Context: an optimization exercise on an open-source flow, tuned for small area, a short achievable clock period and few clock cycles per item. The choices shown serve that exercise and are no tape-out recipe. The RTL was checked by simulation tests, not by an equivalence proof against the original design. Power is estimated from default activity; no workload was simulated.

[design/flow/config.mk]
export PLATFORM = sky130hd
export DESIGN_NAME = sorted_key_table
export DESIGN_NICKNAME = sorted_key_table
export VERILOG_FILES = /design/flow/design.v
export SDC_FILE = /design/flow/constraint.sdc
export NUM_CORES = 4
export LEC_CHECK = 0
export CAP_MARGIN = 20
export CORE_MARGIN = 2
export CORE_UTILIZATION = 55
export CTS_CLUSTER_DIAMETER = 100
export CTS_CLUSTER_SIZE = 24
export PLACE_DENSITY = 0.65
export SETUP_SLACK_MARGIN = 3.8
export SLEW_MARGIN = 20
export SYNTH_MEMORY_MAX_BITS = 8192
[design/flow/constraint.sdc]
create_clock -name core_clock -period 7.0 [get_ports {clk_i}]
set_input_delay 1.4000 -clock core_clock [delete_from_list [all_inputs] [get_ports {clk_i}]]
set_output_delay 1.4000 -clock core_clock [all_outputs]
set_load 0.01 [all_outputs]
[design/flow/design.v]
`timescale 1ns / 1ps
package skt_pkg;
  localparam int KEY_W = 32;
  localparam int PAY_W = 32;
  localparam int OP_W = 2;
  localparam int ST_W = 2;
  localparam int IDX_W = 6;
  localparam int CNT_W = 7;
  localparam int DEF_CAPACITY = 64;
  localparam logic [OP_W-1:0] OP_INSERT = 2'd0;
  localparam logic [OP_W-1:0] OP_DELETE = 2'd1;
  localparam logic [OP_W-1:0] OP_LOOKUP = 2'd2;
  localparam logic [ST_W-1:0] ST_OK = 2'd0;
  localparam logic [ST_W-1:0] ST_MISS = 2'd1;
  localparam logic [ST_W-1:0] ST_FULL = 2'd2;
endpackage
`timescale 1ns / 1ps
module skt_dp (
  input  logic                      clk_i,
  input  logic                      rst_ni,
  input  logic                      frz_i,
  input  logic                      a_valid_i,
  input  logic [skt_pkg::OP_W-1:0]  a_op_i,
  input  logic [skt_pkg::KEY_W-1:0] a_key_i,
  input  logic [skt_pkg::PAY_W-1:0] a_pay_i,
  output logic                      c_valid_o,
  output logic [skt_pkg::ST_W-1:0]  c_status_o,
  output logic [skt_pkg::PAY_W-1:0] c_payload_o,
  output logic [skt_pkg::IDX_W-1:0] c_index_o,
  output logic [skt_pkg::CNT_W-1:0] c_count_o
);
  localparam int N = skt_pkg::DEF_CAPACITY;
  localparam int AW = $clog2(N);
  logic [N-1:0][skt_pkg::KEY_W-1:0] key_q;
  logic [N-1:0][skt_pkg::PAY_W-1:0] pay_q;
  logic [N-1:0]                     vld_q;    
  logic [N-1:0]                     first_q;  
  logic [N-1:0]                     last_q;   
  logic [N-1:0][AW-1:0]             next_q;   
  logic [skt_pkg::CNT_W-1:0]        cnt_q;
  logic [N-1:0] a_lt, a_eq;
  logic [N-1:0] free_q, nxt_busy, nxt_pre, nxt_free, a_we;
  logic         free_any_q;   
  logic         nxt_none, a_ins;
  for (genvar s = 0; s < N; s++) begin : g_cmp
    assign a_lt[s] = key_q[s] < a_key_i;
    assign a_eq[s] = key_q[s] == a_key_i;
  end
  logic                      b_valid_q;
  logic [skt_pkg::OP_W-1:0]  b_op_q;
  logic [N-1:0]              b_lt_q, b_eq_q;
  logic [N-1:0]              b_slot_q;   
  logic         ins, del, lkp, full, ins_ok, hit, del_hit;
  logic [N-1:0] meq, tgt, tail, we, first, promote;
  logic [N-1:0] prom_q;      
  logic         tgt_last;
  logic [AW-1:0] tgt_next, slot_idx;
  assign a_ins = a_valid_i && (a_op_i == skt_pkg::OP_INSERT);
  assign a_we  = (!frz_i && a_ins) ? (free_any_q ? free_q : (del ? tgt : '0)) : '0;
  assign nxt_busy = vld_q | b_slot_q | free_q;
  assign nxt_none = &nxt_busy;
  logic [AW:0][N-1:0] pre;
  always_comb begin
    pre[0] = ~nxt_busy;
    for (int l = 0; l < AW; l++) begin
      for (int s = 0; s < N; s++) begin
        pre[l+1][s] = (s >= (1 << l)) ? (pre[l][s] | pre[l][s - (1 << l)]) : pre[l][s];
      end
    end
    nxt_pre = {pre[AW][N-2:0], 1'b0};
  end
  assign nxt_free = ~nxt_busy & ~nxt_pre;
  always_ff @(posedge clk_i) begin
    if (!frz_i) begin
      if (!nxt_none) begin
        free_q     <= nxt_free;
        free_any_q <= 1'b1;
      end else if (free_any_q) begin
        if (a_ins) begin
          free_q     <= del ? tgt : '0;
          free_any_q <= del_hit;
        end
      end else begin
        free_q     <= (!a_ins && del) ? tgt : '0;
        free_any_q <= !a_ins && del_hit;
      end
    end
  end
  always_ff @(posedge clk_i or negedge rst_ni) begin
    if (!rst_ni) begin
      b_valid_q <= 1'b0;
    end else if (!frz_i) begin
      b_valid_q <= a_valid_i;
    end
  end
  always_ff @(posedge clk_i) begin
    if (!frz_i) begin
      b_op_q   <= a_op_i;
      b_lt_q   <= a_lt;
      b_eq_q   <= a_eq;
      b_slot_q <= a_we;
    end
    for (int s = 0; s < N; s++) begin
      if (a_we[s]) begin
        key_q[s] <= a_key_i;
        pay_q[s] <= a_pay_i;
      end
    end
  end
  assign ins  = b_valid_q && (b_op_q == skt_pkg::OP_INSERT);
  assign del  = b_valid_q && (b_op_q == skt_pkg::OP_DELETE);
  assign lkp  = b_valid_q && (b_op_q == skt_pkg::OP_LOOKUP);
  assign full = cnt_q[skt_pkg::CNT_W-1];
  assign ins_ok = ins && !full;
  assign promote = prom_q;
  assign first = first_q | promote;
  assign meq = vld_q & b_eq_q;
  assign tgt = meq & first;
  assign tail = meq & last_q;
  assign hit = |meq;
  assign del_hit = del && hit;
  assign we  = ins_ok ? b_slot_q : '0;
  always_comb begin
    tgt_last = 1'b0;
    tgt_next = '0;
    slot_idx = '0;
    for (int s = 0; s < N; s++) begin
      tgt_last = tgt_last | (tgt[s] & last_q[s]);
      tgt_next = tgt_next | ({AW{tgt[s]}} & next_q[s]);
      slot_idx = slot_idx | ({AW{b_slot_q[s]}} & AW'(s));
    end
  end
  always_ff @(posedge clk_i or negedge rst_ni) begin
    if (!rst_ni) begin
      vld_q <= '0;
      cnt_q <= '0;
    end else if (!frz_i) begin
      vld_q <= (vld_q & ~(del ? tgt : '0)) | we;
      if (ins_ok) begin
        cnt_q <= cnt_q + 1'b1;
      end else if (del_hit) begin
        cnt_q <= cnt_q - 1'b1;
      end
    end
  end
  always_ff @(posedge clk_i) begin
    if (!frz_i) begin
      for (int s = 0; s < N; s++) prom_q[s] <= del_hit && !tgt_last && tgt_next == AW'(s);
      for (int s = 0; s < N; s++) begin
        if (we[s]) begin
          first_q[s] <= !hit;
          last_q[s]  <= 1'b1;
        end else begin
          if (promote[s]) first_q[s] <= 1'b1;
          if (ins_ok && tail[s]) begin
            last_q[s] <= 1'b0;
            next_q[s] <= slot_idx;
          end
        end
      end
    end
  end
  logic [N-1:0]                 below;
  logic [N/8-1:0][3:0]          grp;
  assign below = vld_q & (ins ? (b_lt_q | b_eq_q) : b_lt_q);
  for (genvar g = 0; g < N/8; g++) begin : g_grp
    assign grp[g] = popcount8(below[8*g +: 8]);
  end
  logic                      c_valid_q;
  logic [skt_pkg::ST_W-1:0]  c_status_q;
  logic [skt_pkg::CNT_W-1:0] c_count_q;
  logic                      c_idx_q;     
  logic [N/8-1:0][3:0]       c_grp_q;
  logic [N-1:0]              c_sel_q;     
  logic [skt_pkg::PAY_W-1:0] rd_pay;
  always_ff @(posedge clk_i or negedge rst_ni) begin
    if (!rst_ni) begin
      c_valid_q <= 1'b0;
    end else if (!frz_i) begin
      c_valid_q <= b_valid_q;
    end
  end
  always_ff @(posedge clk_i) begin
    if (!frz_i) begin
      if (ins) begin
        c_status_q <= full ? skt_pkg::ST_FULL : skt_pkg::ST_OK;
      end else if (del || lkp) begin
        c_status_q <= hit ? skt_pkg::ST_OK : skt_pkg::ST_MISS;
      end else begin
        c_status_q <= skt_pkg::ST_OK;
      end
      c_count_q <= ins_ok ? cnt_q + 1'b1 : del_hit ? cnt_q - 1'b1 : cnt_q;
      c_idx_q   <= ins_ok || ((del || lkp) && hit);
      c_grp_q   <= grp;
      c_sel_q   <= lkp ? tgt : '0;
    end
  end
  logic [6:0] n [8];
  logic [6:0] s1, k1, s2, k2, s3, k3, s4, k4, s5, k5, s6, k6;
  always_comb begin
    for (int g = 0; g < 8; g++) n[g] = {3'b000, c_grp_q[g]};
    {k1, s1} = csa(n[0], n[1], n[2]);
    {k2, s2} = csa(n[3], n[4], n[5]);
    {k3, s3} = csa(s1, k1, s2);
    {k4, s4} = csa(k2, n[6], n[7]);
    {k5, s5} = csa(s3, k3, s4);
    {k6, s6} = csa(s5, k5, k4);
  end
  always_comb begin
    rd_pay = '0;
    for (int s = 0; s < N; s++) rd_pay = rd_pay | ({skt_pkg::PAY_W{c_sel_q[s]}} & pay_q[s]);
  end
  logic                      d_valid_q;
  logic [skt_pkg::ST_W-1:0]  d_status_q;
  logic [skt_pkg::CNT_W-1:0] d_count_q;
  logic                      d_idx_q;
  logic [6:0]                d_s_q, d_k_q, idx;
  logic [skt_pkg::PAY_W-1:0] d_pay_q;
  always_ff @(posedge clk_i or negedge rst_ni) begin
    if (!rst_ni) begin
      d_valid_q <= 1'b0;
    end else if (!frz_i) begin
      d_valid_q <= c_valid_q;
    end
  end
  always_ff @(posedge clk_i) begin
    if (!frz_i) begin
      d_status_q <= c_status_q;
      d_count_q  <= c_count_q;
      d_idx_q    <= c_idx_q;
      d_s_q      <= s6;
      d_k_q      <= k6;
      d_pay_q    <= rd_pay;
    end
  end
  assign idx = d_s_q + d_k_q;
  assign c_valid_o   = d_valid_q;
  assign c_status_o  = d_status_q;
  assign c_payload_o = d_pay_q;
  assign c_index_o   = d_idx_q ? idx[skt_pkg::IDX_W-1:0] : '0;
  assign c_count_o   = d_count_q;
  function automatic logic [13:0] csa(input logic [6:0] a, input logic [6:0] b,
                                      input logic [6:0] c);
    logic [6:0] sum, cy;
    sum = a ^ b ^ c;
    cy  = {(a[5:0] & b[5:0]) | (a[5:0] & c[5:0]) | (b[5:0] & c[5:0]), 1'b0};
    csa = {cy, sum};
  endfunction
  function automatic logic [3:0] popcount8(input logic [7:0] x);
    logic s0, k0, s1, k1, s2, k2, r0, d0, t0, e0, r1, e1;
    {k0, s0} = {(x[0] & x[1]) | (x[0] & x[2]) | (x[1] & x[2]), x[0] ^ x[1] ^ x[2]};
    {k1, s1} = {(x[3] & x[4]) | (x[3] & x[5]) | (x[4] & x[5]), x[3] ^ x[4] ^ x[5]};
    {k2, s2} = {x[6] & x[7], x[6] ^ x[7]};
    {d0, r0} = {(s0 & s1) | (s0 & s2) | (s1 & s2), s0 ^ s1 ^ s2};
    {e0, t0} = {(k0 & k1) | (k0 & k2) | (k1 & k2), k0 ^ k1 ^ k2};
    {e1, r1} = {t0 & d0, t0 ^ d0};
    popcount8 = {e0 & e1, e0 ^ e1, r1, r0};
  endfunction
endmodule
`timescale 1ns / 1ps
module skt_ctrl #(
  parameter int W = 47
) (
  input  logic         clk_i,
  input  logic         rst_ni,
  input  logic         push_i,
  input  logic [W-1:0] data_i,
  input  logic         out_stall_i,
  output logic         out_valid_o,
  output logic [W-1:0] out_data_o,
  output logic         full_o
);
  logic         hv_q, tv_q;
  logic [W-1:0] t_q;
  logic         pop;
  assign pop         = hv_q && !out_stall_i;
  assign out_valid_o = hv_q;
  assign full_o      = tv_q;
  always_ff @(posedge clk_i or negedge rst_ni) begin
    if (!rst_ni) begin
      hv_q <= 1'b0;
      tv_q <= 1'b0;
    end else begin
      if (!hv_q || pop) begin
        hv_q <= tv_q || push_i;
        tv_q <= 1'b0;
      end else if (push_i) begin
        tv_q <= 1'b1;
      end
    end
  end
  always_ff @(posedge clk_i) begin
    if (!hv_q || pop) begin
      out_data_o <= tv_q ? t_q : data_i;
    end
    if (push_i && !tv_q) begin
      t_q <= data_i;
    end
  end
endmodule
`timescale 1ns / 1ps
module sorted_key_table #(
  parameter int CAPACITY = skt_pkg::DEF_CAPACITY
) (
  input  logic                      clk_i,
  input  logic                      rst_ni,
  input  logic                      in_valid_i,
  output logic                      in_stall_o,
  input  logic [skt_pkg::OP_W-1:0]  opcode_i,
  input  logic [skt_pkg::KEY_W-1:0] key_i,
  input  logic [skt_pkg::PAY_W-1:0] payload_i,
  output logic                      out_valid_o,
  input  logic                      out_stall_i,
  output logic [skt_pkg::ST_W-1:0]  status_o,
  output logic [skt_pkg::PAY_W-1:0] found_payload_o,
  output logic [skt_pkg::IDX_W-1:0] found_index_o,
  output logic [skt_pkg::CNT_W-1:0] entry_count_o
);
  localparam int RW = skt_pkg::ST_W + skt_pkg::PAY_W + skt_pkg::IDX_W + skt_pkg::CNT_W;
  logic                      frz;
  logic                      c_valid;
  logic [skt_pkg::ST_W-1:0]  c_status;
  logic [skt_pkg::PAY_W-1:0] c_payload;
  logic [skt_pkg::IDX_W-1:0] c_index;
  logic [skt_pkg::CNT_W-1:0] c_count;
  assign in_stall_o = frz;
  skt_dp u_dp (
    .clk_i       (clk_i),
    .rst_ni      (rst_ni),
    .frz_i       (frz),
    .a_valid_i   (in_valid_i),
    .a_op_i      (opcode_i),
    .a_key_i     (key_i),
    .a_pay_i     (payload_i),
    .c_valid_o   (c_valid),
    .c_status_o  (c_status),
    .c_payload_o (c_payload),
    .c_index_o   (c_index),
    .c_count_o   (c_count)
  );
  skt_ctrl #(
    .W (RW)
  ) u_q (
    .clk_i       (clk_i),
    .rst_ni      (rst_ni),
    .push_i      (c_valid && !frz),
    .data_i      ({c_status, c_payload, c_index, c_count}),
    .out_stall_i (out_stall_i),
    .out_valid_o (out_valid_o),
    .out_data_o  ({status_o, found_payload_o, found_index_o, entry_count_o}),
    .full_o      (frz)
  );
endmodule
[design/flow/run.sh]
#!/bin/bash
# synth_recipe.tcl (not shown) runs the flow's synth.tcl, then flattens the netlist and writes it again
# the make line also repeats each setting of config.mk as NAME=value (left out here)
make -C /OpenROAD-flow-scripts/flow DESIGN_CONFIG=/design/flow/config.mk WORK_HOME=/design/flow/orfs CLKGATE_MAP_FILE= SYNTH_SCRIPT=/design/flow/synth_recipe.tcl finish
==> run notes <==
## cell usage after synthesis (391+ instances only)
cell,count,area (um2)
nand4_1,591,3697
a221oi_1,533,4668
o21ai_0,459,2297
nand2_1,465,1745
a21o_1,578,4339
a22o_1,526,4607
nor2_1,536,2012
clkbuf_1,436,1637
o2111ai_1,391,3425
a21oi_1,682,3413
ha_1,2080,26020
edfxtp_1,5183,155600
## metrics by stage
stage	setup slack (ns)	utilization, %	power [uW]	cell area, um2
detailed placement	1.667	58.16	60020	240800
finish	3.566	61.47	80040	254500
global route	3.559	61.43	80720	254300
floorplan	2.623	-	48120	229700
global placement	0.2252	58.11	59710	240600
CTS	3.596	60.89	77590	252100
## power by group through the flow
stage               sequential, uW  clock, uW  combinational [uW]
detailed placement           41000          0               19000
CTS                          40000      16700               20900
global placement             41000          0               18800
finish                       40100      16800               23100
floorplan                    38800          0                9300
global route                 40100      17600               23000
## final timing paths
path,from,end,slack (ns),depth (start not counted)
worst min-delay path,rst_ni,u_dp.b_valid_q,0.33,1
max in group asynchronous,rst_ni,u_dp.vld_q[10],5.25,2
worst min register to register,u_dp.d_pay_q[6],u_q.t_q[19],0.41,0
worst max-delay path,u_dp.b_op_q[1],u_dp.c_grp_q[30],3.57,13
min in group core_clock,u_dp.d_pay_q[6],u_q.t_q[19],0.41,0
worst max register to register,u_dp.b_op_q[1],u_dp.c_grp_q[30],3.57,13
## worst max-delay path, delay by kind of cell, from the launching register on
kind	cells	cell delay, ns
and+or+nand+nor	2	0.35
adders and majority gates	4	1.41
DFF	1	0.56
AOI/OAI and AO/OA	1	0.15
buffers and inverters	6	0.66
## routing by layer
| metal | vias up | track usage (%) | wire, um |
|---|---|---|---|
| met3 | 3484 | 14.47 | 143900 |
| met4 | 42 | 30.82 | 84840 |
| met5 | - | 0.2037 | 410 |
| li1 | 61110 | - | - |
| met2 | 14250 | 65.34 | 409400 |
| met1 | 79800 | 56.40 | 326600 |
## what timing repair did
item | 4_1_cts | 5_1_grt
setup buffers | 184 | 83
endpoints found under the setup margin | 5124 | 1099
cloned | 18 | 12
pin swaps | 92 | 55
endpoints found under the hold margin | 0 | 0
resized for setup | 597 | 249
## logic make-up after synthesis
logic type / count (synthesis)
buf+inv: 760
fa+ha+maj: 2136
xor+xnor: 13
simple gates: 2613
compound gates: 3746
flops: 5259
mux: 50
## cell type report
cell class	count	area [um2]
timing repair inverter	1	11.26
inverter	280	1358
antenna	85	212.7
sequential	5259	157600
clock inverter	23	317.8
fill	30240	159500
tap	5474	6849
timing repair buffer	933	10030
multi-input combinational	8564	71600
clock buffer	311	6474
==> run notes <==
The flow ran to the end and the layout has no timing, DRC or antenna violations. The final-report setup violation count came out at 0. The synthesis-to-layout area growth is 11.11%.

The pin count of the biggest net entering global routing came out at ~150. The number of detailed-route iterations in the first pass came out at 9. The total wirelength of the detailed-routed design is slightly below 1000 mm.

The sort of element at the start of the critical path is a flip-flop. The warning count from the yosys run came out at 3. Yosys mapped a number of flops with a built-in enable equal to 5,183. The commonest non-fill, non-tap cell in the layout is edfxtp_1.

The final standard cell count with taps included and fillers excluded is around 21,000. The post-synthesis average cell area came out at 15.71 um2. The worst setup path is captured at a flip-flop. The largest voltage drop on the vdd net is about 0.57 mV. At the end of the flow, the number of nets in the layout was ~17,000. The post-route netlist has between 10 and 15% of its cells at a drive strength greater than 1. The largest stage delay on the critical path is 0.69 ns. The overall track demand over capacity in global routing is between 40 and 50%.

CTS placed an instance of clkbuf_16 at the clock tree root. For this block, the via count after detailed routing is about 160k. For this design the total switching power over the nets is between 20,000 and 30,000 uW. In this run the worst hold path is classified as in2async. The final count of pins violating max slew came out at 0. The CTS tree is done. When the netlist entered floorplanning its net count stood at between 15,000 and 20,000.

The core box area came out at between 0.4 and 0.5 mm2. In the synthesized netlist the dominant register cell turns out to be edfxtp_1. The critical path in this run is classified as reg2reg. The post-synthesis cell type count came out at between 60 and 70. Final hold analysis gives a worst-case slack of between 0.3 and 0.4 ns.

The clock-pin transition on the worst setup and hold timing paths came out at roughly 0.10 ns. At the pin with the least slew margin, the transition time is around 1.2 ns. The number of hold buffers added after CTS was 0. Summed over all failing endpoints, the final setup total negative slack is 0 ns.

The clock network fraction of total power came out at 21.0%. The leakage power total came out at between 0.08 and 0.09 uW. Combinational cells account for roughly 29% of the total power.

The number of top-level design ports came out at 119. The number of buffers inserted by port buffering came out at 118. The final number of hold-violating endpoints came to 0. The relative slew slack came out at 18.40%. The synthesized flop and latch total is between 5,000 and 6,000. On the critical path, the stage with the largest delay is an instance of fa_2. The largest registers in the layout are u_dp.key_q x2048, u_dp.pay_q x2048, u_dp.next_q x384. The first-pass GRT wire length came out at roughly 1300 mm. Traced cell by cell, the critical path runs through nor3b_4, buf_12, buf_6, buf_12, buf_16, buf_12, a21o_4, nand2_4, fa_2, inv_2, fa_2, ha_4, ha_4. The starting density of the core is 55.33%.

The simple-gate share of the synthesized area came out at between 5 and 6%. The post-detailed-route via-to-cell ratio came out at approximately 7.6. The ratio of final minimum period to clock period is 49.06%.

In this run the deepest clock path goes through 4 buffers. The total standard cell area after synthesis is 0.2290 mm2. The HPWL after detailed placement is 591.4 mm. The register area share after synthesis is 68.78%. The number of standard cells after synthesis is 14,580.

The number of global-route vias before repair was about 150k. In this run the core area contains between 200 and 250 standard-cell rows. The cell seen most often among critical-path stages is buf_12. The number of H-tree branching levels is 4. The dominant combinational cell family by area after synthesis is compound AO/OA/AOI/OAI gates. The clock net in this run drives a total of between 5,000 and 6,000 sinks. The switching power share of the total is between 30% and 40%. The tool flagged a number of max-cap violations equal to 0. The final estimated routing congestion in global placement came out at approximately 1.0.

The floorplan step set the die width to around 650 um. The initial antenna violation count is 126. The clock reaches the later pin of the worst-skew pair after about 1.1 ns.

In this run the remaining antenna-violating nets after routing total 0. The async set-or-reset flop fraction in the synthesized netlist came out at between 1 and 1.5%. The data arrival time of the worst path is roughly 4.2 ns. In the layout the commonest cells are edfxtp_1 (5,183), ha_1 (2,062), a21oi_1 (673).

The data required time at the worst endpoint is around 7.8 ns. The maximum clock skew at final layout came out at roughly 0.16 ns. The routed length per instance came out at between 40 and 50 um.

For this run, design rule violations remaining after detail routing come to 0. The detailed router's first-iteration violation count is between 20,000 and 30,000. Timing would allow up to about 0.29 GHz.

The sequential cell fraction of total power is 50.1%. The total internal power is approximately 51,000 uW. The total clock buffers created by CTS came out at about 240.

The multiplexer fraction of the synthesized cell area is 0.2458%. The overall overflow remaining after global route came out at 0. For the finished layout, the period the worst path requires is about 3.4 ns. Setup repair after global routing could not meet its margin everywhere. The compound-cell area share of the yosys netlist is around an eighth. The die is around 650 um tall. The power per standard cell area came out at ~310 mW/mm2. After Yosys synthesis, full adders, half adders and majority gates account for between 10% and 20% of the synthesized area. The highest net fanout along the worst path is 6. After Yosys synthesis, XOR and XNOR cells account for less than 1% of the synthesized area. In this run, placement finished with an instance count of between 20,000 and 25,000.

The total die area is approximately 0.42 mm2.
Testbench counts, summed over its fixed seeds: cycles 4,816, items 4,800.

## port drivers added, routing unchanged
No port has a modelled driver above. Below, the same layout with a new extraction and two added sets of constraints.
Step 1 (the two cells are an assumption about what drives the block):
set clk [get_ports {clk_i}]
set_driving_cell -lib_cell sky130_fd_sc_hd__clkbuf_16 $clk
set_driving_cell -lib_cell sky130_fd_sc_hd__buf_2 [delete_from_list [all_inputs] $clk]
Step 2 times the ports against the registers' clock, not the clock port: input delays grow and output delays shrink by t, the midpoint of the rising clock arrivals with the driver on.
Three values: ideal, step 1, step 2; two values: the first two.
shift t [ns]: 1.169
slack for setup (ns): 3.566 / 3.566 / 2.567
hold slack, ns: 0.328 / 0.222 / 0.409
slew at the worst register clock pin (ns): 0.11 / 0.11
pins driven straight from the clock port: 1
After both steps setup and hold are still met in this run. The setup slack of this run moves by 0.000 ns with the drivers and by -0.999 ns with both steps.
